Background: an optimization exercise with open tools, aiming at small area, a short achievable clock period and few clock cycles per item. Do not read the settings as production practice. At most, simulation tests tie the RTL to the original design; equivalence was not proved. Only the layout flow was run in run 8; the RTL was not checked for function there. Power is estimated from default activity; no workload was simulated.

==> design.v <==
`timescale 1ns/1ps
module kmeans_top #(
    parameter int num_pixels = 100,
    parameter int iterations = 3
) (
    input  logic                clk,
    input  logic                reset,
    input  logic                start,
    output logic [16-1:0]   pixel_addr,
    input  logic signed [16-1:0] a_data,
    input  logic                cluster_id_rdata,
    input  logic                rgb_dark,
    output logic                cluster_id_we,
    output logic                cluster_id_wdata,
    output logic                lab_clear,
    output logic                done_kmeans,
    output logic                done_cluster
);
    localparam int SW = 16;    
    localparam int AW = 7;               
    localparam int QW = 16;              
    localparam int RW = 7;               
    localparam int TW = RW + QW;         
    localparam logic [1:0] M_IDLE = 2'd0;
    localparam logic [1:0] M_RD   = 2'd1;    
    localparam logic [1:0] M_DV   = 2'd2;    
    localparam logic [1:0] M_IL   = 2'd3;    
    localparam logic [AW-1:0] LAST   = AW'(num_pixels - 1);
    localparam logic [AW-1:0] DV_JMP = AW'(128 - QW - 3);
    localparam logic [QW-1:0] C0U = QW'(0 + 32768);
    localparam logic [QW-1:0] C1U = QW'(5 + 32768);
    logic [1:0]    mode;
    logic          pass2;
    logic [AW-1:0] addr;
    logic          ph;       
    logic          ilf;      
    logic          dv, dvf;  
    logic          lv, lvf;  
    logic [SW-1:0] u_q;
    logic          lab_q, labn_q, sn_q, id_q, dark_q;
    logic [TW-1:0] acc0, acc1;
    logic [AW-1:0] n0, n1;
    logic [QW+1:0] v;
    logic          fin1_q;   
    logic          fin_q;    
    logic          divstep;  
    logic          we_q, wd_q, lc_q, dk_q, dc_q;
    assign pixel_addr       = {{(16-AW){1'b0}}, addr};
    assign cluster_id_we    = we_q;
    assign cluster_id_wdata = wd_q;
    assign lab_clear        = lc_q;
    assign done_kmeans      = dk_q;
    assign done_cluster     = dc_q;
    logic [SW-1:0] u_in;
    logic          sel;
    assign u_in = {~a_data[SW-1], a_data[SW-2:0]};
    assign sel  = (n1 > n0);
    logic idle, vclr;
    assign idle    = (mode == M_IDLE);
    assign vclr    = divstep && (&addr[3:0]);
    function automatic logic [TW-1:0] dstep(
        input logic [TW-1:0] s,
        input logic [AW-1:0] den
    );
        logic [RW:0]   r2;
        logic [RW+1:0] t;
        r2 = s[TW-1:QW-1];
        t  = {1'b0, r2} - {2'b00, den};
        if (!t[RW+1])
            dstep = {t[RW-1:0], s[QW-2:0], 1'b1};
        else
            dstep = {r2[RW-1:0], s[QW-2:0], 1'b0};
    endfunction
    logic [TW-1:0] ds0, ds1;
    assign ds0 = dstep(acc0, n0);
    assign ds1 = dstep(acc1, n1);
    function automatic logic [QW-1:0] due_bits(input logic [QW-1:0] c);
        for (int i = 0; i < QW; i++)
            due_bits[i] = c[(QW + 14 - i) % QW];
    endfunction
    localparam logic [QW-1:0] C0D = due_bits(C0U);
    localparam logic [QW-1:0] C1D = due_bits(C1U);
    logic       b0, b1, bq0, bq1;
    assign b0 = (n0 == '0) ? C0D[addr[3:0]] : ds0[0];
    assign b1 = (n1 == '0) ? C1D[addr[3:0]] : ds1[0];
    logic kq0, kq1;
    logic x0, x1, x2;
    assign x0 = !fin_q & (bq0 ^ bq1);
    assign x1 = fin_q ? (kq0 ^ kq1) : (bq0 & bq1);
    assign x2 = fin_q & kq0 & kq1;
    logic [QW:0] vt, vinc, vpre;
    logic        vc1;
    assign vt = v[QW:0];
    assign vc1 = (vt[0] & x1) | x2;
    assign vpre[0] = 1'b0;
    assign vpre[1] = vc1;
    for (genvar i = 2; i <= QW; i++)
    begin : g_vpre
        assign vpre[i] = vc1 & (&vt[i-1:1]);
    end
    assign vinc = {vt[QW:1] ^ vpre[QW:1], vt[0] ^ x1};
    logic [TW-1:0] acc_sum0, acc_sum1;
    assign acc_sum0 = acc0 + TW'(u_q);
    assign acc_sum1 = acc1 + TW'(u_q);
    always_ff @(posedge clk)
    begin
        u_q    <= u_in;
        lab_q  <= (u_in > v[QW+1:2]);
        labn_q <= !(u_in > v[QW+1:2]);
        sn_q   <= (a_data < (-10));
        id_q   <= cluster_id_rdata;
        dark_q <= rgb_dark;
    end
    always_ff @(posedge clk)
    begin
        if (idle || fin_q)
        begin
            acc0 <= '0;
            acc1 <= '0;
            n0   <= '0;
            n1   <= '0;
        end
        else if (divstep)
        begin
            acc0 <= ds0;
            acc1 <= ds1;
        end
        else if (lv && !lvf)
        begin
            if (lab_q)
                acc1 <= acc_sum1;
            else
                acc0 <= acc_sum0;
            if (mode != M_IL || sn_q)
            begin
                if (labn_q)
                    n0 <= n0 + 1'b1;
                else
                    n1 <= n1 + 1'b1;
            end
        end
        if (divstep)
        begin
            bq0 <= b0;
            bq1 <= b1;
        end
        if (fin1_q)
        begin
            kq0 <= (n0 != '0) && !acc0[QW-1] && (|acc0[TW-1:QW]);
            kq1 <= (n1 != '0) && !acc1[QW-1] && (|acc1[TW-1:QW]);
        end
        if (idle)
            v <= {({1'b0, C0U} + {1'b0, C1U}), 1'b0};
        else if (vclr)
            v <= '0;
        else if (divstep || fin1_q || fin_q)
            v <= {vinc, x0};
    end
    always_ff @(posedge clk)
    begin
        if (reset)
        begin
            mode  <= M_IDLE;
            pass2 <= 1'b0;
            addr  <= '0;
            ph    <= 1'b0;
            ilf   <= 1'b0;
            dv    <= 1'b0;
            dvf   <= 1'b0;
            lv    <= 1'b0;
            lvf   <= 1'b0;
            fin1_q <= 1'b0;
            fin_q <= 1'b0;
            divstep <= 1'b0;
            we_q  <= 1'b0;
            wd_q  <= 1'b0;
            lc_q  <= 1'b0;
            dk_q  <= 1'b0;
            dc_q  <= 1'b0;
        end
        else
        begin
            lv    <= dv;
            lvf   <= dvf;
            dv    <= 1'b0;
            dvf   <= 1'b0;
            fin1_q <= 1'b0;
            fin_q <= fin1_q;
            divstep <= 1'b0;
            we_q  <= 1'b0;
            lc_q  <= 1'b0;
            case (mode)
                M_IDLE:
                    if (start)
                    begin
                        dv    <= 1'b1;
                        addr  <= addr + 1'b1;
                        mode  <= M_RD;
                        pass2 <= 1'b0;
                        dk_q  <= 1'b0;
                        dc_q  <= 1'b0;
                    end
                M_RD:
                begin
                    dv <= 1'b1;
                    if (addr == LAST)
                    begin
                        addr <= DV_JMP;
                        mode <= M_DV;
                    end
                    else
                        addr <= addr + 1'b1;
                end
                M_DV:
                begin
                    addr    <= addr + 1'b1;
                    divstep <= (addr >= DV_JMP + 1'b1) && (addr <= 7'd125);
                    fin1_q  <= (addr == 7'd126);
                    if (&addr)
                    begin
                        pass2 <= 1'b1;
                        ph    <= 1'b0;
                        ilf   <= 1'b0;
                        mode  <= pass2 ? M_IL : M_RD;
                    end
                end
                default:  
                begin
                    ph <= ~ph;
                    if (!ph)
                    begin
                        dv   <= (addr <= LAST);
                        dvf  <= ilf;
                        addr <= (addr == '0) ? LAST : addr - 1'b1;
                        if (lv)
                        begin
                            we_q <= 1'b1;
                            if (lvf)
                            begin
                                wd_q <= ~(id_q ^ sel);
                                lc_q <= (id_q ^ sel) | dark_q;
                                dk_q <= 1'b1;
                            end
                            else
                                wd_q <= !labn_q;
                        end
                    end
                    else
                    begin
                        if (addr == LAST)
                        begin
                            if (dk_q)
                            begin
                                addr <= '0;
                                dc_q <= 1'b1;
                                mode <= M_IDLE;
                            end
                            else
                                addr <= AW'(1);
                        end
                        else if (!ilf && addr == LAST - 1'b1)
                        begin
                            addr <= '0;
                            ilf  <= 1'b1;
                        end
                        else
                            addr <= addr + 2'd2;
                    end
                end
            endcase
        end
    end
endmodule
==> flow/run.sh <==
#!/bin/bash
set -euo pipefail
bash standard.sh finish "BUFFER_PORTS_ARGS=-buffer_cell sky130_fd_sc_hd__buf_4" \
    > standard_flow.log 2>&1
==> standard.sh <==
#!/bin/bash
# synth_recipe.tcl (not shown) runs the flow's synth.tcl, then flattens the netlist and writes it again
# the make line also repeats each setting of config.mk as NAME=value (left out here)
make -C /OpenROAD-flow-scripts/flow DESIGN_CONFIG=/design/flow/config.mk WORK_HOME=/design/flow/orfs CLKGATE_MAP_FILE= SYNTH_SCRIPT=/design/flow/synth_recipe.tcl "${@:-finish}"
==> config.mk <==
export PLATFORM = sky130hd
export DESIGN_NAME = kmeans_top
export DESIGN_NICKNAME = kmeans_top
export VERILOG_FILES = /design/flow/design.v
export SDC_FILE = /design/flow/constraint.sdc
export NUM_CORES = 4
export LEC_CHECK = 0
export ABC_AREA = 1
export CAP_MARGIN = 20
export CORE_MARGIN = 2
export CORE_UTILIZATION = 40
export CTS_BUF_LIST = sky130_fd_sc_hd__clkbuf_8
export SETUP_SLACK_MARGIN = 3.2
export SLEW_MARGIN = 20
==> constraint.sdc <==
create_clock -name core_clock -period 5.5 [get_ports {clk}]
set_input_delay 1.1000 -clock core_clock [delete_from_list [all_inputs] [get_ports {clk}]]
set_output_delay 1.1000 -clock core_clock [all_outputs]
set_load 0.01 [all_outputs]
==> impl_metrics.py, run 1 <==
metrics = {
    "min_path": {
        "hold_class": "reg2reg",
        "min_path_cells": 2,
        "min_to": "lvf",
        "hold_start": "dvf",
    },
    "global_route": {
        "antenna_found_initial": 0,
        "globalRoute.totalOverflow": 0,
        "grt_pass1_vias": 8962,
        "grt_pass1_wl_mm": 43.5,
        "grt_max_degree": 40,
        "grt_usage_pct": 20.6,
    },
    "finish": {
        "fin_nets": 1632,
        "area_growth_pct": 8.77,
        "drive_gt1_share_pct": 9.10,
        "regArea_mm2": 0.00260,
        "diodes": 0,
        "nFillCells": 2595,
        "multi_input_area_mm2": 0.00616,
    },
    "synth": {
        "yosys_register_bits": 127,
        "synth-compound-area-share_pct": 14.9,
        "synth.cell_area_mm2": 0.00987,
        "yosysTopAreaCell": "dfxtp_1",
        "syn_inst": 1492,
        "ys_seq_area_share_pct": 26.2,
        "synth_top_cell_area_share_pct": 24.9,
        "yosys.cell_types.count": 57,
        "synth_area_leaders": "dfxtp_1 (25%), nand2_1 (14%), ha_1 (12%)",
        "synth_most_common_cell": "nand2_1",
        "synth_commonest_cells": "nand2_1 (370), inv_1 (235), dfxtp_1 (123)",
        "synth_edf_count": 4,
        "synthAdderAreaFrac_pct": 12.5,
        "synthFlopType": "dfxtp_1",
        "async_flop_share_pct": 0,
        "synth_top_family_by_area": "simple AND/OR/NAND/NOR gates",
        "synth-xor-area-share_pct": 3.19,
        "yosysWarnings": 1,
        "avgSynthCellArea_um2": 6.62,
        "synthSimpleGateAreaFrac_pct": 31.4,
        "muxShareOfSynthArea_pct": 0,
    },
    "setup_path": {
        "arrival_ps": 1130,
        "max_stage_delay_ps": 490,
        "cp_cell_sequence": "buf_4",
        "path_buf_inv": 1,
        "reg2regPathDepth": 12,
        "worst_path_max_delay_cell": "dfxtp_1",
        "worstPathRequired_ps": 4400,
        "crit_type": "reg2out",
        "reg2reg_from": "acc0[15]",
        "path_delay_family": "flip-flops",
        "start_kind": "flop",
        "end_kind": "output port",
        "critPathMaxFanout": 7,
        "reg2reg_to": "acc0[22]",
        "reg2reg_slack_ps": 3360,
    },
    "drt": {
        "drtPass1Iterations": 5,
        "wl_per_cell_um": 14.1,
        "postRouteAntennaNets": 0,
        "viasPerCell": 5.11,
        "totalWireLength_mm": 26.1,
        "drc": 0,
        "vias": 9456,
        "drt_iter0_drc": 383,
    },
    "power": {
        "power_leakage_nw": 4.94,
        "power_mw": 3.10,
        "peakVddDrop_mv": 0.239,
        "power.density_mw_per_mm2": 289,
    },
    "place": {
        "post-dp-hpwl_mm": 20.3,
        "port-buffer-count": 32,
        "place_congestion": 0.939,
    },
    "clock_tree": {
        "holdBufCountCts": 0,
        "cts_tree": "built",
        "clock_sinks": 127,
        "clk_pin_slew_ps": 80,
        "root_buffer": "clkbuf_8",
        "cts_buffers": 17,
        "clock_latency_ps": 450,
        "cts_setup_buffers": 0,
        "clock_path_buffers": 2,
        "htree_levels": 4,
    },
    "timing": {
        "rsz0062_at_grt": "yes",
        "fmax_mhz": 448,
        "worstMarginPinSlew_ps": 530,
        "hold_viol_final": 0,
        "finalSetupViolations": 0,
        "maxSlewViolCount": 0,
        "finalSetupTns_ps": 0,
        "fin_crit_sh_pct": 40.6,
        "maxSlewHeadroom_pct": 64.7,
        "clock_skew_ps": 16.4,
        "min_period_ps": 2230,
    },
    "die": {
        "initial_utilization_pct": 40.7,
        "die_w_um": 161,
        "core.rowCount": 57,
        "die_area_mm2": 0.0260,
        "core-area_mm2": 0.0242,
        "io-pin-count": 42,
        "fp.dieH_um": 161,
    },
    "job": {
        "maxCapViolCount": 0,
    },
    "outcome": {
        "status": "finished clean",
    },
}
## registers in the layout, indices dropped and copies added, names as in the netlist, 2 cells and up
name / flops
acc0: 23
acc1: 23
addr: 7
mode: 2
n0: 7
n1: 7
u_q: 16
v: 18
## routing by layer
layer,vias up,global-route usage [%],wire length [um]
met5,-,0,0
met4,0,6.82,476
met3,33,2.82,957
met2,175,34.3,12000
met1,4328,27.6,12700
li1,4920,-,-
## power by group
part	switching [mW]	internal [mW]	leakage [nW]
Clock	0.388	0.406	0.200
Combinational	0.816	0.394	3.70
Sequential	0.105	0.991	1.04
## kinds of logic (layout without fill, tap and decap cells)
family	count (synthesis)	after routing
AOI/OAI and AO/OA	262	262
xor gates and xnor gates	36	36
adders and majority gates	96	96
buffers and inverters	284	311
DFF	127	127
other	1	9
and+or+nand+nor	686	686
## area by class of cell
cell class              count  share of cell area (%)
well taps                 324                    3.78
multi-input cells        1089                    57.4
clock buffers              18                    2.31
inverters                 244                    8.61
flip-flops and latches    127                    24.2
repair buffers             36                    2.55
clock inverters            13                    1.17
## per-stage QoR
stage | utilization [%] | std cells | hold slack (ps) | setup WS, ps | instance area [um^2]
CTS | 44.2 | 1851 | 424 | 3240 | 10700
floorplan | - | 1500 | 388 | 3440 | 9900
detailed placement | 42.6 | 1820 | 399 | 3200 | 10300
global route | 44.3 | 1851 | 458 | 3180 | 10700
finish | 44.3 | 1851 | 424 | 3270 | 10700
global placement | 42.6 | 1820 | 389 | 3200 | 10300
## worst max path at each step
stage / slack, ps / depth (start not counted) / end / startpoint
CTS: 3240 / 1 / pixel_addr[3] / addr[3]
finish: 3270 / 1 / pixel_addr[1] / addr[1]
floorplan: 3440 / 9 / labn_q / a_data[1]
global route: 3180 / 14 / acc0[20] / u_q[0]
global placement: 3200 / 10 / labn_q / a_data[1]
detailed placement: 3200 / 10 / labn_q / a_data[1]
## cell usage in the layout, fill, tap and decap left out, types with 3 or more instances in the layout
cell and n:
o21ai_0 64, nand2_2 16, nor2_2 9, fa_1 4, inv_2 6, inv_4 3, nand2_4 3, xnor2_1 7
ha_1 91, nor2_4 10, dfxtp_2 8, edfxtp_1 4, nand2_1 366, nand3_1 106, buf_4 35, a211oi_1 3
conb_1 9, nor2_1 94, o21ai_1 6, o22ai_1 14, nand3_2 4, nor4_1 7, nand4_1 26, clkbuf_8 18
dfxtp_1 114, a21oi_1 116, xor2_1 29, inv_1 239, a31oi_1 27, o31ai_1 6, or2_2 6, nor3_1 22
nand3b_1 6, o211ai_1 14, clkinv_4 3
## repair_timing
action,CTS,global route
setup endpoints to repair,7,17
hold endpoints to repair,0,0
gates resized for setup,7,9
Testbench counts, summed over its fixed seeds: cycles 30,728, jobs 48.
==> run 2: changes to the inputs <==
--- a/config.mk
+++ b/config.mk
@@ -10,5 +10,4 @@
 export CORE_MARGIN = 2
 export CORE_UTILIZATION = 40
-export CTS_BUF_LIST = sky130_fd_sc_hd__clkbuf_8
-export SETUP_SLACK_MARGIN = 3.2
+export SETUP_SLACK_MARGIN = 3.4
 export SLEW_MARGIN = 20
==> impl_metrics.py, run 2 <==
metrics = {
    "setup_path": {
        "cp_cell_sequence": "buf_4",
        "start_kind": "flop",
        "end_kind": "output port",
        "arrival_ps": 960,
        "reg2reg_slack_ps": 3490,
        "reg2reg_from": "kq1",
        "worst_path_max_delay_cell": "dfxtp_4",
        "reg2reg_to": "v[15]",
        "worstPathRequired_ps": 4400,
        "path_buf_inv": 1,
        "path_delay_family": "flip-flops",
        "critPathMaxFanout": 8,
        "crit_type": "reg2out",
        "reg2regPathDepth": 12,
        "max_stage_delay_ps": 410,
    },
    "die": {
        "die_w_um": 161,
        "fp.dieH_um": 161,
        "core.rowCount": 57,
        "die_area_mm2": 0.0260,
        "core-area_mm2": 0.0242,
        "initial_utilization_pct": 40.7,
        "io-pin-count": 42,
    },
    "finish": {
        "final_cell_mix": "nand2_1 (360), inv_1 (232), a21oi_1 (116)",
        "design_area_mm2": 0.0112,
        "drive_gt1_share_pct": 11.4,
        "top_regs": "acc0 x23, acc1 x23, v x18",
        "diodes": 0,
        "layout_commonest_cell": "nand2_1",
        "fin_nets": 1646,
        "area_growth_pct": 13.2,
        "fin_util_pct": 46.1,
    },
    "timing": {
        "finalSetupTns_ps": 0,
        "holdWs_ps": 414,
        "hold_viol_final": 0,
        "clock_skew_ps": 11.7,
        "maxSlewHeadroom_pct": 65.1,
        "worstMarginPinSlew_ps": 519,
        "fmax_mhz": 485,
        "min_period_ps": 2060,
        "maxSlewViolCount": 0,
        "finalSetupViolations": 0,
        "rsz0062_at_grt": "yes",
        "fin_crit_sh_pct": 37.5,
    },
    "synth": {
        "yosys_register_bits": 127,
        "synthFlopType": "dfxtp_1",
        "yosysWarnings": 1,
        "async_flop_share_pct": 0,
        "yosysTopAreaCell": "dfxtp_1",
        "synth_commonest_cells": "nand2_1 (370), inv_1 (235), dfxtp_1 (123)",
        "synth_top_cell_area_share_pct": 24.9,
        "synth_edf_count": 4,
        "avgSynthCellArea_um2": 6.62,
        "syn_inst": 1492,
        "synth_most_common_cell": "nand2_1",
        "yosys.cell_types.count": 57,
        "synth_area_leaders": "dfxtp_1 (25%), nand2_1 (14%), ha_1 (12%)",
        "ys_seq_area_share_pct": 26.2,
        "synth.cell_area_mm2": 0.00987,
    },
    "drt": {
        "totalWireLength_mm": 26.5,
        "drt_iter0_drc": 406,
        "viasPerCell": 5.13,
        "drtPass1Iterations": 5,
        "postRouteAntennaNets": 0,
        "wl_per_cell_um": 14.2,
        "drc": 0,
        "vias": 9574,
    },
    "global_route": {
        "grt_pass1_wl_mm": 43.8,
        "grt_max_degree": 40,
        "grt_usage_pct": 20.8,
        "grt_pass1_vias": 8979,
        "antenna_found_initial": 0,
        "globalRoute.totalOverflow": 0,
    },
    "power": {
        "peakVddDrop_mv": 0.242,
        "power_leakage_nw": 5.10,
        "power.density_mw_per_mm2": 310,
        "power_mw": 3.47,
    },
    "place": {
        "post-dp-hpwl_mm": 20.3,
        "place_congestion": 0.939,
        "place_area_mm2": 0.0103,
        "port-buffer-count": 32,
    },
    "clock_tree": {
        "clock_sinks": 127,
        "clk_pin_slew_ps": 60,
        "clock_latency_ps": 420,
        "holdBufCountCts": 0,
        "cts_buffers": 17,
        "htree_levels": 4,
        "root_buffer": "clkbuf_16",
        "clock_path_buffers": 2,
        "cts_tree": "built",
    },
    "outcome": {
        "status": "finished clean",
    },
    "min_path": {
        "hold_class": "reg2reg",
        "hold_start": "dv",
        "min_path_cells": 2,
        "min_to": "lv",
    },
    "job": {
        "maxCapViolCount": 0,
    },
}
-- run 2: cell counts after synthesis --
No cell type changed its count.
-- run 2: cells by family (layout without fill, tap and decap cells) --
| logic type | Yosys count | in the layout | share of synthesized area (%) |
|---|---|---|---|
| AND/OR/NAND/NOR | 686 | 686 | 31.4 |
| buffers and inverters | 284 | 325 | 11.8 |
| AO/OA/AOI/OAI | 262 | 262 | 14.9 |
| flip-flops | 127 | 127 | 26.2 |
| adder cells (fa/ha/maj) | 96 | 96 | 12.5 |
| XOR/XNOR | 36 | 36 | 3.19 |
| other | 1 | 9 | 0.0380 |
-- run 2: worst max path at each step --
stage	startpoint	cells after the start	end
after CTS	addr[3]	1	pixel_addr[3]
after detailed placement	a_data[1]	10	labn_q
after global routing	acc1[15]	12	acc1[21]
after floorplan	a_data[1]	9	labn_q
after global placement	a_data[1]	10	labn_q
final	addr[6]	1	pixel_addr[6]
-- run 2: routing by layer --
layer  share of wire [%]  track usage (%)  vias to the layer above
li1                    -                -                     4956
met1                  48             27.8                     4411
met2                  47             34.8                      180
met3                 3.6             2.57                       27
met4                 1.4             6.78                        0
met5                   0                0                        -
-- run 2: area by class of cell --
class | instances | area (um^2)
fillers | 2558 | 13100
inverters | 244 | 932
clock buffers | 22 | 454
repair buffers | 50 | 392
flip-flops and latches | 127 | 2620
clock inverters | 9 | 110
multi-input cells | 1089 | 6270
well taps | 324 | 405
-- run 2: power breakdown --
part	leakage, nW	internal, mW	switching, mW
combinational	3.79	0.425	0.866
sequential	1.04	0.998	0.0803
clock	0.271	0.677	0.424
-- run 2: repair_timing --
item                                    in CTS  in global routing
setup buffers                                3                 11
resized for setup                           25                 31
endpoints found under the setup margin      36                 50
pin swaps                                    1                  5
-- run 2: per-stage QoR --
stage          instances  setup WS (ps)
4_1_cts             1854           3370
3_3_place_gp        1820           3200
6_report            1865           3440
5_1_grt             1865           3370
3_5_place_dp        1820           3200
2_1_floorplan       1500           3440
==> run 3: changes to the inputs <==
--- a/config.mk
+++ b/config.mk
@@ -10,4 +10,6 @@
 export CORE_MARGIN = 2
 export CORE_UTILIZATION = 40
+export CTS_BUF_LIST = sky130_fd_sc_hd__clkbuf_8
 export SETUP_SLACK_MARGIN = 3.4
 export SLEW_MARGIN = 20
+export TNS_END_PERCENT = 0
==> impl_metrics.py, run 3 <==
metrics = {
    "outcome": {
        "status": "finished clean",
    },
    "finish": {
        "design_area_mm2": 0.0108,
        "nFillCells": 2586,
        "multi_input_area_mm2": 0.00619,
        "final-instance-count-excl-fill": 1855,
        "final_cell_mix": "nand2_1 (364), inv_1 (238), a21oi_1 (116)",
        "drive_gt1_share_pct": 9.80,
        "layout_commonest_cell": "nand2_1",
        "fin_nets": 1636,
        "diodes": 0,
        "top_regs": "acc0 x23, acc1 x23, v x18",
        "regArea_mm2": 0.00261,
        "area_growth_pct": 9.63,
    },
    "power": {
        "power_leakage_nw": 4.97,
        "power_mw": 3.12,
        "power.density_mw_per_mm2": 289,
        "peakVddDrop_mv": 0.239,
    },
    "clock_tree": {
        "holdBufCountCts": 0,
        "root_buffer": "clkbuf_8",
        "clock_sinks": 127,
        "cts_tree": "built",
        "clock_latency_ps": 450,
        "htree_levels": 4,
        "clock_path_buffers": 2,
        "clk_pin_slew_ps": 80,
        "cts_buffers": 17,
    },
    "drt": {
        "vias": 9452,
        "totalWireLength_mm": 26.1,
        "drtPass1Iterations": 5,
        "postRouteAntennaNets": 0,
        "wl_per_cell_um": 14.1,
        "drc": 0,
        "drt_iter0_drc": 397,
        "viasPerCell": 5.10,
    },
    "synth": {
        "synthSimpleGateAreaFrac_pct": 31.4,
        "synth_top_family_by_area": "simple AND/OR/NAND/NOR gates",
        "synth_edf_count": 4,
        "muxShareOfSynthArea_pct": 0,
        "synth_top_cell_area_share_pct": 24.9,
        "synth_most_common_cell": "nand2_1",
        "synthAdderAreaFrac_pct": 12.5,
        "synth-xor-area-share_pct": 3.19,
        "synthFlopType": "dfxtp_1",
        "yosys_register_bits": 127,
        "yosysWarnings": 1,
        "ys_seq_area_share_pct": 26.2,
        "synth_area_leaders": "dfxtp_1 (25%), nand2_1 (14%), ha_1 (12%)",
        "synth_commonest_cells": "nand2_1 (370), inv_1 (235), dfxtp_1 (123)",
        "synth.cell_area_mm2": 0.00987,
        "syn_inst": 1492,
        "yosys.cell_types.count": 57,
        "synth-compound-area-share_pct": 14.9,
        "async_flop_share_pct": 0,
        "avgSynthCellArea_um2": 6.62,
        "yosysTopAreaCell": "dfxtp_1",
    },
    "timing": {
        "maxSlewViolCount": 0,
        "fmax_mhz": 464,
        "finalSetupViolations": 0,
        "maxSlewHeadroom_pct": 65.4,
        "hold_viol_final": 0,
        "finalSetupTns_ps": 0,
        "holdWs_ps": 424,
        "fin_crit_sh_pct": 39.2,
        "rsz0062_at_grt": "yes",
        "worstMarginPinSlew_ps": 519,
        "clock_skew_ps": 18.0,
        "min_period_ps": 2160,
    },
    "die": {
        "fp.dieH_um": 161,
        "die_w_um": 161,
        "core.rowCount": 57,
        "core-area_mm2": 0.0242,
        "initial_utilization_pct": 40.7,
        "io-pin-count": 42,
        "die_area_mm2": 0.0260,
    },
    "setup_path": {
        "worst_path_max_delay_cell": "dfxtp_2",
        "arrival_ps": 1060,
        "crit_type": "reg2out",
        "start_kind": "flop",
        "path_delay_family": "flip-flops",
        "cp_cell_sequence": "buf_4",
        "crit_start": "addr[6]",
        "max_stage_delay_ps": 440,
        "reg2reg_from": "kq1",
        "path_buf_inv": 1,
        "worstPathRequired_ps": 4400,
        "end_kind": "output port",
        "critPathMaxFanout": 8,
    },
    "global_route": {
        "grt_max_degree": 40,
        "globalRoute.totalOverflow": 0,
        "grt_pass1_wl_mm": 43.5,
        "grt_usage_pct": 20.6,
        "grt_pass1_vias": 8964,
        "antenna_found_initial": 0,
    },
    "place": {
        "place_congestion": 0.939,
        "port-buffer-count": 32,
        "post-dp-hpwl_mm": 20.3,
        "place_area_mm2": 0.0103,
        "dpl.cell_count": 1820,
    },
    "min_path": {
        "hold_start": "dv",
        "hold_class": "reg2reg",
    },
    "job": {
        "maxCapViolCount": 0,
    },
}
run 3: cell counts after synthesis:
Identical to the previous run, type by type.
run 3: cells by family (layout without fill, tap and decap cells):
| group | Yosys count | count (layout) |
|---|---|---|
| AO/OA/AOI/OAI | 262 | 262 |
| XOR/XNOR | 36 | 36 |
| adder cells (fa/ha/maj) | 96 | 96 |
| buffers and inverters | 284 | 315 |
| flip-flops | 127 | 127 |
| other | 1 | 9 |
| AND/OR/NAND/NOR | 686 | 686 |
run 3: through the flow:
stage / utilization, % / worst slack [ps]
after floorplan: - / 3440
after global placement: 42.6 / 3200
after CTS: 44.3 / 3320
after detailed placement: 42.6 / 3200
final: 44.6 / 3340
after global routing: 44.6 / 3280
run 3: cell type report:
type,count,area share [%]
clock buffers,18,2.29
clock inverters,13,1.16
inverters,244,8.58
multi-input cells,1089,57.2
flip-flops and latches,127,24.1
well taps,324,3.75
repair buffers,40,2.92
run 3: layer usage:
layer	vias to the layer above	share of wire, %	routed length (um)	global-route usage [%]
met5	-	0	0	0
met4	0	1.8	470	6.82
met3	32	3.4	884	2.82
met2	164	46	12100	34.3
met1	4324	49	12700	27.6
li1	4932	-	-	-
run 3: final timing paths:
| kind | to | slack (ps) | cells past startpoint |
|---|---|---|---|
| worst max-delay path | pixel_addr[6] | 3340 | 1 |
| worst min-delay path | lv | 420 | 2 |
| worst max register to register | v[15] | 3380 | 12 |
| worst min register to register | lv | 420 | 2 |
run 3: power by group:
part           switching (mW)  leakage (nW)  internal, mW  total [mW]
combinational           0.825          3.73         0.403        1.23
sequential              0.105          1.04         0.994        1.10
clock                   0.389         0.200         0.406       0.795
run 3: what timing repair did:
item / CTS / global route
pin swaps: 0 / 2
endpoints found under the setup margin: 36 / 68
gates cloned: 0 / 0
gates resized for setup: 14 / 15
buffers inserted: 0 / 4
==> run 4: changes to the inputs <==
--- a/config.mk
+++ b/config.mk
@@ -11,5 +11,5 @@
 export CORE_UTILIZATION = 40
 export CTS_BUF_LIST = sky130_fd_sc_hd__clkbuf_8
+export PLACE_DENSITY = 0.8
 export SETUP_SLACK_MARGIN = 3.4
 export SLEW_MARGIN = 20
-export TNS_END_PERCENT = 0
==> impl_metrics.py, run 4 <==
metrics = {
    "job": {
        "maxCapViolCount": 0,
    },
    "die": {
        "core-area_mm2": 0.0242,
        "io-pin-count": 42,
        "fp.dieH_um": 161,
        "core.rowCount": 57,
        "die_w_um": 161,
        "initial_utilization_pct": 40.7,
        "die_area_mm2": 0.0260,
    },
    "drt": {
        "totalWireLength_mm": 26.2,
        "drt_iter0_drc": 729,
        "postRouteAntennaNets": 0,
        "vias": 9843,
        "drtPass1Iterations": 5,
        "drc": 0,
        "wl_per_cell_um": 14.0,
        "viasPerCell": 5.27,
    },
    "place": {
        "post-dp-hpwl_mm": 19.7,
        "place_congestion": 0.945,
        "port-buffer-count": 32,
        "preCtsSetupSlack_ps": 3210,
        "place_area_mm2": 0.0103,
    },
    "global_route": {
        "grt_pass1_wl_mm": 43.0,
        "grt_usage_pct": 20.0,
        "grt_max_degree": 40,
        "globalRoute.totalOverflow": 0,
        "antenna_found_initial": 0,
        "grt_pass1_vias": 9180,
    },
    "power": {
        "power_leakage_nw": 5.05,
        "peakVddDrop_mv": 0.315,
        "power.density_mw_per_mm2": 288,
    },
    "setup_path": {
        "max_stage_delay_ps": 370,
        "path_delay_family": "flip-flops",
        "worstPathRequired_ps": 4400,
        "end_kind": "output port",
        "path_buf_inv": 1,
        "critPathMaxFanout": 6,
        "arrival_ps": 970,
        "reg2reg_slack_ps": 3470,
        "worst_path_max_delay_cell": "dfxtp_4",
        "cp_cell_sequence": "buf_4",
        "crit_type": "reg2out",
        "start_kind": "flop",
    },
    "clock_tree": {
        "clock_sinks": 127,
        "holdBufCountCts": 0,
        "htree_levels": 4,
        "cts_buffers": 17,
        "clock_path_buffers": 2,
        "clock_latency_ps": 470,
        "cts_tree": "built",
        "root_buffer": "clkbuf_8",
        "clk_pin_slew_ps": 80,
    },
    "timing": {
        "fmax_mhz": 483,
        "clock_skew_ps": 19.1,
        "maxSlewHeadroom_pct": 53.1,
        "fin_crit_sh_pct": 37.6,
        "setup_ws_ps": 3430,
        "worstMarginPinSlew_ps": 703,
        "hold_viol_final": 0,
        "finalSetupViolations": 0,
        "rsz0062_at_grt": "yes",
        "maxSlewViolCount": 0,
        "min_period_ps": 2070,
        "finalSetupTns_ps": 0,
    },
    "synth": {
        "yosys.cell_types.count": 57,
        "yosysWarnings": 1,
        "synth_edf_count": 4,
        "synthFlopType": "dfxtp_1",
        "avgSynthCellArea_um2": 6.62,
        "synth_commonest_cells": "nand2_1 (370), inv_1 (235), dfxtp_1 (123)",
        "synth_top_cell_area_share_pct": 24.9,
        "syn_inst": 1492,
        "synth_area_leaders": "dfxtp_1 (25%), nand2_1 (14%), ha_1 (12%)",
        "synth.cell_area_mm2": 0.00987,
        "yosys_register_bits": 127,
        "ys_seq_area_share_pct": 26.2,
        "async_flop_share_pct": 0,
        "yosysTopAreaCell": "dfxtp_1",
        "synth_most_common_cell": "nand2_1",
    },
    "finish": {
        "top_regs": "acc0 x23, acc1 x23, v x18",
        "area_growth_pct": 11.4,
        "diodes": 0,
        "fin_nets": 1648,
        "design_area_mm2": 0.0110,
        "drive_gt1_share_pct": 11.8,
        "layout_commonest_cell": "nand2_1",
        "nFillCells": 2491,
        "final_cell_mix": "nand2_1 (360), inv_1 (235), a21oi_1 (112)",
    },
    "outcome": {
        "status": "finished clean",
    },
    "min_path": {
        "hold_class": "reg2reg",
    },
}
run 4: layer usage:
metal	routed length, um	part of all wire [%]	up-vias	GRT usage (%)
li1	-	-	4948	-
met1	11800	45	4538	25.9
met2	12400	47	297	34.3
met3	1340	5.1	60	2.23
met4	639	2.4	0	7.39
met5	0	0	-	0
run 4: path summary, 6_finish.rpt:
kind,start,endpoint,depth (start not counted)
worst max-delay path,addr[3],pixel_addr[3],1
worst min-delay path,dvf,lvf,2
worst max register to register,u_q[0],acc1[20],12
worst min register to register,dvf,lvf,2
run 4: what timing repair did:
item                       4_1_cts  5_1_grt
pin swaps                        1        5
resized for setup               23       34
gates cloned                     0        1
setup endpoints to repair       29       58
buffers inserted                 9        7
run 4: stage by stage:
step | power, mW | hold slack [ps] | util, % | instances
6_report | 3.17 | 400 | 45.4 | 1868
5_1_grt | 3.37 | 432 | 45.4 | 1868
4_1_cts | 3.12 | 404 | 44.7 | 1860
3_5_place_dp | 2.28 | 393 | 42.6 | 1819
3_3_place_gp | 2.27 | 391 | 42.6 | 1819
2_1_floorplan | 1.99 | 388 | - | 1500
run 4: cell families after synthesis:
| family | count (synthesis) | synth area share, % |
|---|---|---|
| AOI/OAI and AO/OA | 262 | 14.9 |
| xor gates and xnor gates | 36 | 3.19 |
| adders and majority gates | 96 | 12.5 |
| buffers and inverters | 284 | 11.8 |
| DFF | 127 | 26.2 |
| other | 1 | 0.0380 |
| and+or+nand+nor | 686 | 31.4 |
run 4: final cells by class:
class	instances	area [um^2]	area share, %
clock buffer	22	303	2.75
clock inverter	10	86.3	0.785
inverter	244	927	8.43
multi-input combinational	1090	6280	57.1
sequential	127	2620	23.8
tap	324	405	3.69
timing repair buffer	51	387	3.51
run 4: where the power goes:
group / total [mW] / internal (mW) / leakage [nW] / switching (mW)
clock network: 0.800 / 0.413 / 0.202 / 0.387
registers: 1.07 / 0.996 / 1.04 / 0.0707
logic: 1.30 / 0.433 / 3.80 / 0.870
total: 3.17 / 1.84 / 5.05 / 1.33
==> run 5: changes to the inputs <==
--- a/config.mk
+++ b/config.mk
@@ -11,5 +11,4 @@
 export CORE_UTILIZATION = 40
 export CTS_BUF_LIST = sky130_fd_sc_hd__clkbuf_8
-export PLACE_DENSITY = 0.8
 export SETUP_SLACK_MARGIN = 3.4
 export SLEW_MARGIN = 20
==> impl_metrics.py, run 5 <==
metrics = {
    "setup_path": {
        "reg2reg_from": "bq0",
        "max_stage_delay_ps": 360,
        "worstPathRequired_ps": 4400,
        "crit_start": "addr[0]",
        "arrival_ps": 950,
        "critPathMaxFanout": 2,
        "start_kind": "flop",
        "cp_cell_sequence": "buf_4",
        "path_buf_inv": 1,
        "end_kind": "output port",
        "worst_path_max_delay_cell": "dfxtp_4",
        "path_delay_family": "flip-flops",
        "crit_type": "reg2out",
    },
    "clock_tree": {
        "clk_pin_slew_ps": 90,
        "htree_levels": 4,
        "cts_buffers": 17,
        "clock_sinks": 127,
        "clock_path_buffers": 2,
        "root_buffer": "clkbuf_8",
        "cts_tree": "built",
        "clock_latency_ps": 450,
    },
    "synth": {
        "async_flop_share_pct": 0,
        "synthFlopType": "dfxtp_1",
        "synth_edf_count": 4,
        "synth.cell_area_mm2": 0.00987,
        "synth_most_common_cell": "nand2_1",
        "synth_commonest_cells": "nand2_1 (370), inv_1 (235), dfxtp_1 (123)",
        "ys_seq_area_share_pct": 26.2,
        "avgSynthCellArea_um2": 6.62,
        "yosys.cell_types.count": 57,
        "synth_area_leaders": "dfxtp_1 (25%), nand2_1 (14%), ha_1 (12%)",
        "synth_top_cell_area_share_pct": 24.9,
        "yosysWarnings": 1,
        "syn_inst": 1492,
        "yosysTopAreaCell": "dfxtp_1",
        "yosys_register_bits": 127,
    },
    "global_route": {
        "met3_usage_pct": 2.82,
        "grt_max_degree": 40,
        "globalRoute.totalOverflow": 0,
        "grt_busiest_layer": "met2",
        "grtUsageMet1_pct": 27.6,
        "grt_pass1_vias": 9010,
        "grt_usage_pct": 20.7,
        "grt_pass1_wl_mm": 43.6,
        "antenna_found_initial": 0,
        "grt_use_met2_pct": 34.6,
    },
    "place": {
        "preCtsSetupSlack_ps": 3200,
        "post-dp-hpwl_mm": 20.3,
        "port-buffer-count": 32,
        "place_congestion": 0.939,
        "dpl.cell_count": 1820,
        "place_area_mm2": 0.0103,
    },
    "power": {
        "power_mw": 3.17,
        "seqPwrFrac_pct": 33.6,
        "internal_power_mw": 1.83,
        "clkPwrFrac_pct": 25.1,
        "switching_share_pct": 42.1,
        "power_leakage_nw": 5.04,
        "pwr-share-comb_pct": 41.3,
        "power.density_mw_per_mm2": 288,
        "peakVddDrop_mv": 0.240,
        "p_sw_mw": 1.34,
    },
    "timing": {
        "min_period_ps": 2050,
        "fmax_mhz": 489,
        "fin_crit_sh_pct": 37.2,
        "rsz0062_at_grt": "yes",
        "maxSlewHeadroom_pct": 66.2,
        "finalSetupViolations": 0,
        "finalSetupTns_ps": 0,
        "worstMarginPinSlew_ps": 503,
        "holdWs_ps": 427,
        "clock_skew_ps": 17.6,
        "maxSlewViolCount": 0,
        "setup_ws_ps": 3450,
        "hold_viol_final": 0,
    },
    "job": {
        "maxCapViolCount": 0,
    },
    "drt": {
        "vias": 9550,
        "drtPass1Iterations": 5,
        "drc": 0,
        "drt_iter0_drc": 403,
        "totalWireLength_mm": 26.4,
        "postRouteAntennaNets": 0,
        "wl_per_cell_um": 14.1,
        "viasPerCell": 5.12,
    },
    "die": {
        "die_area_mm2": 0.0260,
        "fp.dieH_um": 161,
        "io-pin-count": 42,
        "initial_utilization_pct": 40.7,
        "die_w_um": 161,
        "core.rowCount": 57,
        "core-area_mm2": 0.0242,
    },
    "finish": {
        "nFillCells": 2589,
        "area_growth_pct": 11.5,
        "fin_nets": 1647,
        "fin_util_pct": 45.4,
        "layout_commonest_cell": "nand2_1",
        "top_regs": "acc0 x23, acc1 x23, v x18",
        "design_area_mm2": 0.0110,
        "final_cell_mix": "nand2_1 (359), inv_1 (236), a21oi_1 (116)",
        "final-instance-count-excl-fill": 1866,
        "drive_gt1_share_pct": 11.7,
        "diodes": 0,
    },
    "min_path": {
        "hold_start": "dv",
        "hold_class": "reg2reg",
    },
    "outcome": {
        "status": "finished clean",
    },
}
-- run 5: cell types whose count changed in the layout (fill, tap and decap cells not counted), moves of 3 or more --
| cell | change |
|---|---|
| dfxtp_1 | -3 |
| nand2_4 | -3 |
| a21oi_2 | -3 |
| a21oi_1 | +4 |
| clkinv_2 | -3 |
| clkbuf_8 | -4 |
-- run 5: worst register-to-register path: cells and delay by family, from the launching register on --
kind	cells	cell delay, ps
adder cells (fa/ha/maj)	2	370
flip-flops	1	400
AO/OA/AOI/OAI	2	210
AND/OR/NAND/NOR	5	550
buffers and inverters	3	380
-- run 5: final cells by class --
cell class / count / area (um^2) / area share [%]
inverter: 244 / 932 / 8.47
clock buffer: 18 / 248 / 2.25
tap: 324 / 405 / 3.68
sequential: 127 / 2630 / 23.8
timing repair buffer: 51 / 403 / 3.66
multi-input combinational: 1089 / 6270 / 57.0
clock inverter: 13 / 125 / 1.14
-- run 5: power groups by stage --
stage | clock network, mW | registers [mW] | logic, mW
CTS | 0.813 | 1.07 | 1.27
floorplan | 0 | 1.08 | 0.917
global placement | 0 | 1.11 | 1.19
detailed placement | 0 | 1.11 | 1.20
finish | 0.796 | 1.06 | 1.31
global route | 0.857 | 1.07 | 1.46
-- run 5: kinds of logic after synthesis --
kind of cell / after synthesis / synth area share, %
other: 1 / 0.0380
flip-flops: 127 / 26.2
XOR/XNOR: 36 / 3.19
buffers and inverters: 284 / 11.8
AND/OR/NAND/NOR: 686 / 31.4
AO/OA/AOI/OAI: 262 / 14.9
adder cells (fa/ha/maj): 96 / 12.5
-- run 5: worst paths after layout --
check / cells after the start / endpoint / slack, ps
worst min register to register: 2 / lv / 430
worst min-delay path: 2 / lv / 430
worst max register to register: 12 / v[17] / 3470
worst max-delay path: 1 / pixel_addr[0] / 3450
-- run 5: repair_timing --
action | CTS | global route
gates cloned | 0 | 0
buffers inserted | 6 | 9
hold buffers | 0 | 0
pin swaps | 1 | 6
endpoints found under the setup margin | 36 | 50
gates resized for setup | 24 | 38
-- run 5: routing by layer --
layer / share of wire, % / up-vias
met5: 0 / -
met4: 1.6 / 0
met3: 4.6 / 34
met2: 47 / 202
met1: 47 / 4365
li1: - / 4949
==> run 6: changes to the inputs <==
--- a/config.mk
+++ b/config.mk
@@ -11,4 +11,4 @@
 export CORE_UTILIZATION = 40
 export CTS_BUF_LIST = sky130_fd_sc_hd__clkbuf_8
-export SETUP_SLACK_MARGIN = 3.4
+export SETUP_SLACK_MARGIN = 3.5
 export SLEW_MARGIN = 20
==> impl_metrics.py, run 6 <==
metrics = {
    "outcome": {
        "status": "finished clean",
    },
    "timing": {
        "holdWs_ps": 406,
        "setup_ws_ps": 3470,
        "rsz0062_at_grt": "yes",
        "finalSetupViolations": 0,
        "finalSetupTns_ps": 0,
        "min_period_ps": 2030,
        "maxSlewHeadroom_pct": 64.1,
        "hold_viol_final": 0,
        "fin_crit_sh_pct": 36.9,
        "fmax_mhz": 492,
        "clock_skew_ps": 11.6,
        "maxSlewViolCount": 0,
        "worstMarginPinSlew_ps": 532,
    },
    "finish": {
        "drive_gt1_share_pct": 18.1,
        "fin_util_pct": 48.6,
        "nFillCells": 2514,
        "layout_commonest_cell": "nand2_1",
        "diodes": 0,
        "area_growth_pct": 19.5,
        "design_area_mm2": 0.0118,
        "final-instance-count-excl-fill": 1892,
        "final_cell_mix": "nand2_1 (352), inv_1 (225), a21oi_1 (107)",
        "fin_nets": 1672,
        "top_regs": "acc0 x23, acc1 x23, v x18",
    },
    "drt": {
        "drt_iter0_drc": 424,
        "vias": 9732,
        "postRouteAntennaNets": 0,
        "totalWireLength_mm": 27.3,
        "viasPerCell": 5.14,
        "drtPass1Iterations": 5,
        "drc": 0,
        "wl_per_cell_um": 14.4,
    },
    "die": {
        "die_w_um": 161,
        "initial_utilization_pct": 40.7,
        "core.rowCount": 57,
        "io-pin-count": 42,
        "die_area_mm2": 0.0260,
        "fp.dieH_um": 161,
        "core-area_mm2": 0.0242,
    },
    "clock_tree": {
        "htree_levels": 4,
        "cts_tree": "built",
        "cts_buffers": 17,
        "clock_sinks": 127,
        "clock_path_buffers": 2,
        "clock_latency_ps": 450,
        "root_buffer": "clkbuf_8",
        "clk_pin_slew_ps": 80,
    },
    "synth": {
        "synth_most_common_cell": "nand2_1",
        "ys_seq_area_share_pct": 26.2,
        "yosys_register_bits": 127,
        "yosysTopAreaCell": "dfxtp_1",
        "yosysWarnings": 1,
        "synth_top_cell_area_share_pct": 24.9,
        "synth_area_leaders": "dfxtp_1 (25%), nand2_1 (14%), ha_1 (12%)",
        "synth.cell_area_mm2": 0.00987,
        "synth_commonest_cells": "nand2_1 (370), inv_1 (235), dfxtp_1 (123)",
        "syn_inst": 1492,
        "synthFlopType": "dfxtp_1",
        "synth_edf_count": 4,
        "async_flop_share_pct": 0,
        "yosys.cell_types.count": 57,
        "avgSynthCellArea_um2": 6.62,
    },
    "power": {
        "p_sw_mw": 1.39,
        "peakVddDrop_mv": 0.239,
        "internal_power_mw": 2.05,
        "clkPwrFrac_pct": 27.2,
        "seqPwrFrac_pct": 31.2,
        "switching_share_pct": 40.5,
        "power_leakage_nw": 5.23,
        "pwr-share-comb_pct": 41.6,
        "power.density_mw_per_mm2": 292,
        "power_mw": 3.44,
    },
    "setup_path": {
        "end_kind": "output port",
        "arrival_ps": 930,
        "cp_cell_sequence": "buf_6",
        "crit_type": "reg2out",
        "critPathMaxFanout": 2,
        "worst_path_max_delay_cell": "dfxtp_4",
        "start_kind": "flop",
        "max_stage_delay_ps": 360,
        "worstPathRequired_ps": 4400,
        "path_buf_inv": 1,
        "path_delay_family": "flip-flops",
    },
    "min_path": {
        "hold_class": "reg2reg",
    },
    "global_route": {
        "met3_usage_pct": 2.85,
        "grt_use_met2_pct": 35.3,
        "grt_pass1_vias": 9085,
        "grt_busiest_layer": "met2",
        "antenna_found_initial": 0,
        "grtUsageMet1_pct": 28.0,
        "globalRoute.totalOverflow": 0,
        "grt_usage_pct": 21.0,
        "grt_max_degree": 40,
        "grt_pass1_wl_mm": 44.3,
    },
    "place": {
        "dpl.cell_count": 1820,
        "place_congestion": 0.931,
        "port-buffer-count": 32,
        "post-dp-hpwl_mm": 20.5,
        "preCtsSetupSlack_ps": 3220,
        "place_area_mm2": 0.0104,
    },
    "job": {
        "maxCapViolCount": 0,
    },
}
## run 6: layout make-up
class / instances / area [um^2] / share of cell area [%]
timing repair buffer: 74 / 636 / 5.39
sequential: 127 / 2650 / 22.4
inverter: 244 / 943 / 8.00
multi-input combinational: 1091 / 6710 / 56.9
clock buffer: 20 / 275 / 2.33
clock inverter: 12 / 181 / 1.54
tap: 324 / 405 / 3.44
## run 6: worst paths after layout
check	end	slack (ps)	cells past startpoint	start
max	pixel_addr[0]	3470	1	addr[0]
min	lvf	410	2	dvf
max reg2reg	acc0[20]	3550	14	u_q[0]
min reg2reg	lvf	410	2	dvf
## run 6: kinds of logic (layout without fill, tap and decap cells)
family          Yosys count  count (layout)  synth area share, %
other cells               1               9               0.0380
compound gates          262             262                 14.9
simple gates            686             688                 31.4
fa+ha+maj                96              96                 12.5
flops                   127             127                 26.2
buf+inv                 284             350                 11.8
xor+xnor                 36              36                 3.19
## run 6: power groups by stage
stage               clock network, mW  logic, mW  registers (mW)
floorplan                           0      0.918            1.08
global placement                    0       1.20            1.11
detailed placement                  0       1.19            1.11
CTS                             0.960       1.29            1.07
global route                     1.00       1.59            1.08
finish                          0.935       1.43            1.07
## run 6: worst min-delay path: stages (launching register included)
cell	delay, ps
dfxtp_1	300
inv_1	40
nor2_1	30
## run 6: timing repair
item,4_1_cts,5_1_grt
endpoints found under the setup margin,81,86
gates resized for setup,55,111
pin swaps,4,33
cloned,0,2
hold buffers,0,0
setup buffers,16,22
## run 6: layer usage
layer  vias up  wire (um)
li1       5010          -
met5         -          0
met1      4523      12700
met3        30       1120
met2       169      13100
met4         0        388
==> run 7: changes to the inputs <==
--- a/config.mk
+++ b/config.mk
@@ -11,4 +11,4 @@
 export CORE_UTILIZATION = 40
 export CTS_BUF_LIST = sky130_fd_sc_hd__clkbuf_8
-export SETUP_SLACK_MARGIN = 3.5
+export SETUP_SLACK_MARGIN = 3.3
 export SLEW_MARGIN = 20
==> impl_metrics.py, run 7 <==
metrics = {
    "synth": {
        "synth_most_common_cell": "nand2_1",
        "yosysWarnings": 1,
        "ys_seq_area_share_pct": 26.2,
        "synth_area_leaders": "dfxtp_1 (25%), nand2_1 (14%), ha_1 (12%)",
        "avgSynthCellArea_um2": 6.62,
        "yosys.cell_types.count": 57,
        "yosys_register_bits": 127,
        "synthFlopType": "dfxtp_1",
        "synth_top_cell_area_share_pct": 24.9,
        "synth_edf_count": 4,
        "synth_commonest_cells": "nand2_1 (370), inv_1 (235), dfxtp_1 (123)",
        "synth.cell_area_mm2": 0.00987,
        "yosysTopAreaCell": "dfxtp_1",
        "syn_inst": 1492,
        "async_flop_share_pct": 0,
    },
    "clock_tree": {
        "cts_buffers": 17,
        "htree_levels": 4,
        "clock_path_buffers": 2,
        "cts_tree": "built",
        "root_buffer": "clkbuf_8",
        "clock_latency_ps": 460,
        "holdBufCountCts": 0,
        "clock_sinks": 127,
        "clk_pin_slew_ps": 80,
    },
    "die": {
        "initial_utilization_pct": 40.7,
        "die_area_mm2": 0.0260,
        "core.rowCount": 57,
        "fp.dieH_um": 161,
        "die_w_um": 161,
        "io-pin-count": 42,
        "core-area_mm2": 0.0242,
    },
    "finish": {
        "multi_input_area_mm2": 0.00620,
        "fin_util_pct": 44.7,
        "drive_gt1_share_pct": 10.1,
        "regArea_mm2": 0.00261,
        "layout_commonest_cell": "nand2_1",
        "fin_nets": 1638,
        "top_regs": "acc0 x23, acc1 x23, v x18",
        "nFillCells": 2587,
        "final_cell_mix": "nand2_1 (363), inv_1 (238), a21oi_1 (116)",
        "area_growth_pct": 9.89,
        "diodes": 0,
    },
    "timing": {
        "worstMarginPinSlew_ps": 492,
        "fmax_mhz": 463,
        "maxSlewViolCount": 0,
        "maxSlewHeadroom_pct": 67.0,
        "clock_skew_ps": 18.2,
        "holdWs_ps": 424,
        "fin_crit_sh_pct": 39.3,
        "min_period_ps": 2160,
        "hold_viol_final": 0,
        "rsz0062_at_grt": "yes",
        "finalSetupViolations": 0,
        "finalSetupTns_ps": 0,
    },
    "drt": {
        "drtPass1Iterations": 5,
        "viasPerCell": 5.10,
        "wl_per_cell_um": 14.1,
        "postRouteAntennaNets": 0,
        "totalWireLength_mm": 26.2,
        "drt_iter0_drc": 401,
        "drc": 0,
        "vias": 9473,
    },
    "power": {
        "clkPwrFrac_pct": 25.4,
        "pwr-share-comb_pct": 39.5,
        "internal_power_mw": 1.81,
        "peakVddDrop_mv": 0.240,
        "switching_share_pct": 42.2,
        "power_leakage_nw": 4.98,
        "power_mw": 3.12,
        "seqPwrFrac_pct": 35.2,
        "p_sw_mw": 1.32,
        "power.density_mw_per_mm2": 288,
    },
    "global_route": {
        "grt_pass1_wl_mm": 43.5,
        "grt_usage_pct": 20.6,
        "grt_max_degree": 40,
        "globalRoute.totalOverflow": 0,
        "antenna_found_initial": 0,
        "grt_pass1_vias": 8964,
    },
    "setup_path": {
        "path_buf_inv": 1,
        "start_kind": "flop",
        "max_stage_delay_ps": 440,
        "arrival_ps": 1060,
        "worstPathRequired_ps": 4400,
        "critPathMaxFanout": 8,
        "end_kind": "output port",
        "crit_type": "reg2out",
        "cp_cell_sequence": "buf_4",
        "path_delay_family": "flip-flops",
        "worst_path_max_delay_cell": "dfxtp_2",
    },
    "place": {
        "post-dp-hpwl_mm": 20.3,
        "port-buffer-count": 32,
        "place_congestion": 0.939,
    },
    "min_path": {
        "hold_class": "reg2reg",
    },
    "job": {
        "maxCapViolCount": 0,
    },
    "outcome": {
        "status": "finished clean",
    },
}
==> run 7: power groups by stage <==
stage | Clock [mW] | Combinational, mW | Sequential [mW]
final | 0.793 | 1.23 | 1.10
after global routing | 0.857 | 1.38 | 1.11
after CTS | 0.813 | 1.20 | 1.10
after detailed placement | 0 | 1.20 | 1.11
after global placement | 0 | 1.19 | 1.11
after floorplan | 0 | 0.917 | 1.08
==> run 7: what timing repair did <==
item                                    in CTS  in global routing
buffers inserted                             0                  6
endpoints found under the setup margin       9                 50
resized for setup                           11                 22
pin swaps                                    0                  2
==> run 7: cells by family (layout without fill, tap and decap cells) <==
kind of cell / count (synthesis) / after routing / synth area share [%]
flops: 127 / 127 / 26.2
simple gates: 686 / 686 / 31.4
fa+ha+maj: 96 / 96 / 12.5
xor+xnor: 36 / 36 / 3.19
compound gates: 262 / 262 / 14.9
buf+inv: 284 / 317 / 11.8
other cells: 1 / 9 / 0.0380
==> run 7: layer usage <==
layer  track usage, %  wire length, um
met4             6.82              449
met2             34.3            12100
met1             27.6            12700
met5                0                0
met3             2.82              919
==> run 7: metrics by stage <==
step / cells / cell area, um^2 / setup WS [ps]
finish: 1857 / 10800 / 3340
global route: 1857 / 10800 / 3260
CTS: 1851 / 10700 / 3240
detailed placement: 1820 / 10300 / 3200
global placement: 1820 / 10300 / 3200
floorplan: 1500 / 9900 / 3440
==> run 7: worst paths after layout <==
| kind | slack [ps] | end | from | depth (start not counted) |
|---|---|---|---|---|
| min | 420 | lvf | dvf | 2 |
| max | 3340 | pixel_addr[6] | addr[6] | 1 |
| max reg2reg | 3370 | v[15] | kq1 | 12 |
| min reg2reg | 420 | lvf | dvf | 2 |
==> run 7: cell type report <==
type	count	area share, %
multi-input combinational	1089	57.2
sequential	127	24.0
inverter	244	8.56
tap	324	3.74
timing repair buffer	42	3.06
clock buffer	18	2.28
clock inverter	13	1.15
==> run 7: worst register-to-register path, cell delays in order, from the launching register on <==
cell	delay (ps)
edfxtp_1	410
nand3_1	140
o21ai_0	100
nor2_1	100
ha_1	140
inv_1	40
nand2_2	150
inv_1	180
nor4_1	450
or2_2	190
nand3_1	60
nand2_1	70
inv_1	30
==> run 8: changes to the inputs <==
--- a/design.v
+++ b/design.v
@@ -39,5 +39,10 @@
     logic [SW-1:0] u_q;
     logic          lab_q, labn_q, sn_q, id_q, dark_q;
+    logic [QW-1:0] lo0, lo1;
+    logic [RW-1:0] hi0, hi1;
+    logic          c0, c1;
     logic [TW-1:0] acc0, acc1;
+    assign acc0 = {hi0 + RW'(c0), lo0};
+    assign acc1 = {hi1 + RW'(c1), lo1};
     logic [AW-1:0] n0, n1;
     logic [QW+1:0] v;
@@ -100,7 +105,7 @@
     end
     assign vinc = {vt[QW:1] ^ vpre[QW:1], vt[0] ^ x1};
-    logic [TW-1:0] acc_sum0, acc_sum1;
-    assign acc_sum0 = acc0 + TW'(u_q);
-    assign acc_sum1 = acc1 + TW'(u_q);
+    logic [QW:0] acc_sum0, acc_sum1;
+    assign acc_sum0 = {1'b0, lo0} + {1'b0, u_q};
+    assign acc_sum1 = {1'b0, lo1} + {1'b0, u_q};
     always_ff @(posedge clk)
     begin
@@ -116,6 +121,6 @@
         if (idle || fin_q)
         begin
-            acc0 <= '0;
-            acc1 <= '0;
+            {hi0, c0, lo0} <= '0;
+            {hi1, c1, lo1} <= '0;
             n0   <= '0;
             n1   <= '0;
@@ -123,13 +128,22 @@
         else if (divstep)
         begin
-            acc0 <= ds0;
-            acc1 <= ds1;
-        end
-        else if (lv && !lvf)
+            {hi0, lo0} <= ds0;
+            {hi1, lo1} <= ds1;
+            c0 <= 1'b0;
+            c1 <= 1'b0;
+        end
+        else
+        begin
+            hi0 <= acc0[TW-1:QW];
+            hi1 <= acc1[TW-1:QW];
+            c0  <= 1'b0;
+            c1  <= 1'b0;
+        end
+        if (lv && !lvf)
         begin
             if (lab_q)
-                acc1 <= acc_sum1;
+                {c1, lo1} <= acc_sum1;
             else
-                acc0 <= acc_sum0;
+                {c0, lo0} <= acc_sum0;
             if (mode != M_IL || sn_q)
             begin
--- a/config.mk
+++ b/config.mk
@@ -11,4 +11,4 @@
 export CORE_UTILIZATION = 40
 export CTS_BUF_LIST = sky130_fd_sc_hd__clkbuf_8
-export SETUP_SLACK_MARGIN = 3.3
+export SETUP_SLACK_MARGIN = 3.4
 export SLEW_MARGIN = 20
==> impl_metrics.py, run 8 <==
metrics = {
    "clock_tree": {
        "cts_tree": "built",
        "root_buffer": "clkbuf_8",
        "clock_latency_ps": 450,
        "cts_buffers": 17,
        "clk_pin_slew_ps": 70,
        "clock_path_buffers": 2,
        "holdBufCountCts": 0,
        "clock_sinks": 129,
        "htree_levels": 4,
    },
    "place": {
        "place_congestion": 0.900,
        "port-buffer-count": 32,
        "post-dp-hpwl_mm": 17.9,
    },
    "timing": {
        "worstMarginPinSlew_ps": 567,
        "clock_skew_ps": 19.4,
        "rsz0062_at_grt": "yes",
        "holdWs_ps": 406,
        "finalSetupViolations": 0,
        "hold_viol_final": 0,
        "finalSetupTns_ps": 0,
        "maxSlewHeadroom_pct": 62.1,
        "maxSlewViolCount": 0,
        "fmax_mhz": 455,
        "min_period_ps": 2200,
        "fin_crit_sh_pct": 40.0,
    },
    "synth": {
        "yosysWarnings": 1,
        "async_flop_share_pct": 0,
        "yosysTopAreaCell": "dfxtp_1",
        "synth_area_leaders": "dfxtp_1 (27%), ha_1 (13%), nand2_1 (12%)",
        "synth-xor-area-share_pct": 2.48,
        "synthAdderAreaFrac_pct": 13.8,
        "synth_top_family_by_area": "simple AND/OR/NAND/NOR gates",
        "synth_commonest_cells": "nand2_1 (288), inv_1 (163), dfxtp_1 (125)",
        "yosys_register_bits": 129,
        "synthSimpleGateAreaFrac_pct": 30.0,
        "yosys.cell_types.count": 53,
        "synth.cell_area_mm2": 0.00917,
        "avgSynthCellArea_um2": 6.91,
        "synth_top_cell_area_share_pct": 27.3,
        "synthFlopType": "dfxtp_1",
        "synth_edf_count": 4,
        "synth_most_common_cell": "nand2_1",
        "syn_inst": 1326,
        "synth-compound-area-share_pct": 15.7,
        "muxShareOfSynthArea_pct": 0.328,
        "ys_seq_area_share_pct": 28.6,
    },
    "setup_path": {
        "critPathMaxFanout": 8,
        "end_kind": "flop",
        "arrival_ps": 2390,
        "worstPathRequired_ps": 5690,
        "crit_type": "reg2reg",
        "reg2regPathDepth": 14,
        "start_kind": "flop",
    },
    "global_route": {
        "globalRoute.totalOverflow": 0,
        "grt_pass1_vias": 8132,
        "grt_max_degree": 56,
        "antenna_found_initial": 0,
        "grt_pass1_wl_mm": 39.9,
        "grt_usage_pct": 20.3,
    },
    "finish": {
        "area_growth_pct": 16.6,
        "diodes": 0,
        "nFillCells": 2260,
        "regMostFlops": "v",
        "final_cell_mix": "nand2_1 (277), inv_1 (158), dfxtp_1 (110)",
        "fin_nets": 1504,
        "layout_commonest_cell": "nand2_1",
        "largest_reg_flops": 18,
        "drive_gt1_share_pct": 15.2,
    },
    "drt": {
        "vias": 8740,
        "drtPass1Iterations": 5,
        "totalWireLength_mm": 24.3,
        "drc": 0,
        "postRouteAntennaNets": 0,
        "viasPerCell": 5.20,
        "drt_iter0_drc": 537,
        "wl_per_cell_um": 14.5,
    },
    "die": {
        "fp.dieH_um": 155,
        "core.rowCount": 55,
        "die_w_um": 155,
        "core-area_mm2": 0.0226,
        "initial_utilization_pct": 40.6,
        "die_area_mm2": 0.0241,
        "io-pin-count": 42,
    },
    "power": {
        "power_leakage_nw": 4.86,
        "power.density_mw_per_mm2": 318,
        "power_mw": 3.40,
        "peakVddDrop_mv": 0.270,
    },
    "outcome": {
        "status": "finished clean",
    },
    "min_path": {
        "min_path_cells": 2,
        "hold_class": "reg2reg",
    },
    "job": {
        "maxCapViolCount": 0,
    },
}
-- run 8: changes by cell type in the layout (fill, tap and decap cells not counted), sizes merged, moves of 13 or more --
cell   previous run  this run
o21ai            71        89
inv             247       171
buf              42        65
a21oi           117       104
a31oi            27         5
nand2           385       298
-- run 8: per-layer routing --
metal  track usage, %  up-vias  routed length [um]
li1                 -     4533                   -
met1             27.6     3953               11500
met2             33.7      225               11300
met3             3.40       29                1170
met4             5.20        0                 349
met5                0        -                   0
-- run 8: kinds of logic (layout without fill, tap and decap cells) --
| group | Yosys count | after routing |
|---|---|---|
| flip-flops | 129 | 129 |
| other | 1 | 9 |
| XOR/XNOR | 26 | 26 |
| AO/OA/AOI/OAI | 254 | 254 |
| adder cells (fa/ha/maj) | 99 | 99 |
| AND/OR/NAND/NOR | 610 | 610 |
| multiplexers | 3 | 3 |
| buffers and inverters | 204 | 267 |
-- run 8: stage by stage --
step | util, % | cell area, um^2 | instances | setup WS [ps]
6_report | 47.4 | 10700 | 1682 | 3300
5_1_grt | 47.4 | 10700 | 1682 | 3190
4_1_cts | 46.5 | 10500 | 1672 | 3320
3_5_place_dp | 43.0 | 9710 | 1621 | 3140
3_3_place_gp | 43.0 | 9710 | 1621 | 3210
2_1_floorplan | - | 9260 | 1334 | 3380
-- run 8: power breakdown --
| part | switching [mW] | internal [mW] |
|---|---|---|
| logic | 0.908 | 0.493 |
| clock network | 0.409 | 0.491 |
| registers | 0.0724 | 1.02 |
-- run 8: what timing repair did --
item	in CTS	in global routing
pin swaps	28	20
resized for setup	53	31
endpoints found under the setup margin	30	53
setup buffers	19	10
-- run 8: layout make-up --
type | instances | area (um^2) | area share, %
multi-input combinational | 1001 | 6090 | 57.0
sequential | 129 | 2660 | 24.9
inverter | 170 | 642 | 6.01
timing repair buffer | 65 | 510 | 4.78
tap | 285 | 357 | 3.34
clock buffer | 17 | 234 | 2.19
clock inverter | 15 | 193 | 1.80
-- run 8: worst paths after layout --
check / start / end / slack (ps)
setup reg to reg: c1 / bq1 / 3300
hold / removal: dvf / lvf / 410
setup / recovery: c1 / bq1 / 3300
hold reg to reg: dvf / lvf / 410
-- run 8: critical path, stage by stage, from the launching register on --
cell and delay (ps):
dfxtp_2 340, ha_4 170, ha_4 180, nand3_4 100
xor2_4 180, inv_2 70, ha_4 260, nand2_2 70
inv_2 40, nand3_2 60, nand3_2 100, nand2_4 160
nand2_8 100, nand2_1 70, o31ai_1 70

-- port drivers added, routing unchanged --
The flow's constraints put no driver on any port. The routed layouts listed below were extracted and timed again, unchanged, in two steps.
Step 1 (the two cells are an assumption about what drives the block):
set clk [get_ports {clk}]
set_driving_cell -lib_cell sky130_fd_sc_hd__clkbuf_16 $clk
set_driving_cell -lib_cell sky130_fd_sc_hd__buf_2 [delete_from_list [all_inputs] $clk]
Step 2 times the ports against the registers' clock, not the clock port: input delays grow and output delays shrink by t, the midpoint of the rising clock arrivals with the driver on.
a / b / c = no drivers / after step 1 / after step 2; a / b = the first two.
| run | t (ns) | setup slack, ns | worst setup path after step 2 |
|---|---|---|---|
| run 1 | 0.490 | 3.267 / 3.223 / 3.202 | input to register |
| run 2 | 0.462 | 3.437 / 3.388 / 3.174 | input to register |
| run 3 | 0.488 | 3.344 / 3.300 / 3.204 | input to register |
| run 4 | 0.496 | 3.430 / 3.389 / 3.199 | input to register |
| run 5 | 0.487 | 3.453 / 3.407 / 3.186 | input to register |
| run 6 | 0.490 | 3.469 / 3.425 / 3.230 | input to register |
| run 7 | 0.490 | 3.341 / 3.297 / 3.202 | input to register |
| run 8 | 0.486 | 3.301 / 3.301 / 3.153 | input to register |
After both steps setup and hold are still met in every run listed. For run 5, which loses most, drivers alone change the setup slack by -0.046 ns; drivers and shift together by -0.267 ns.
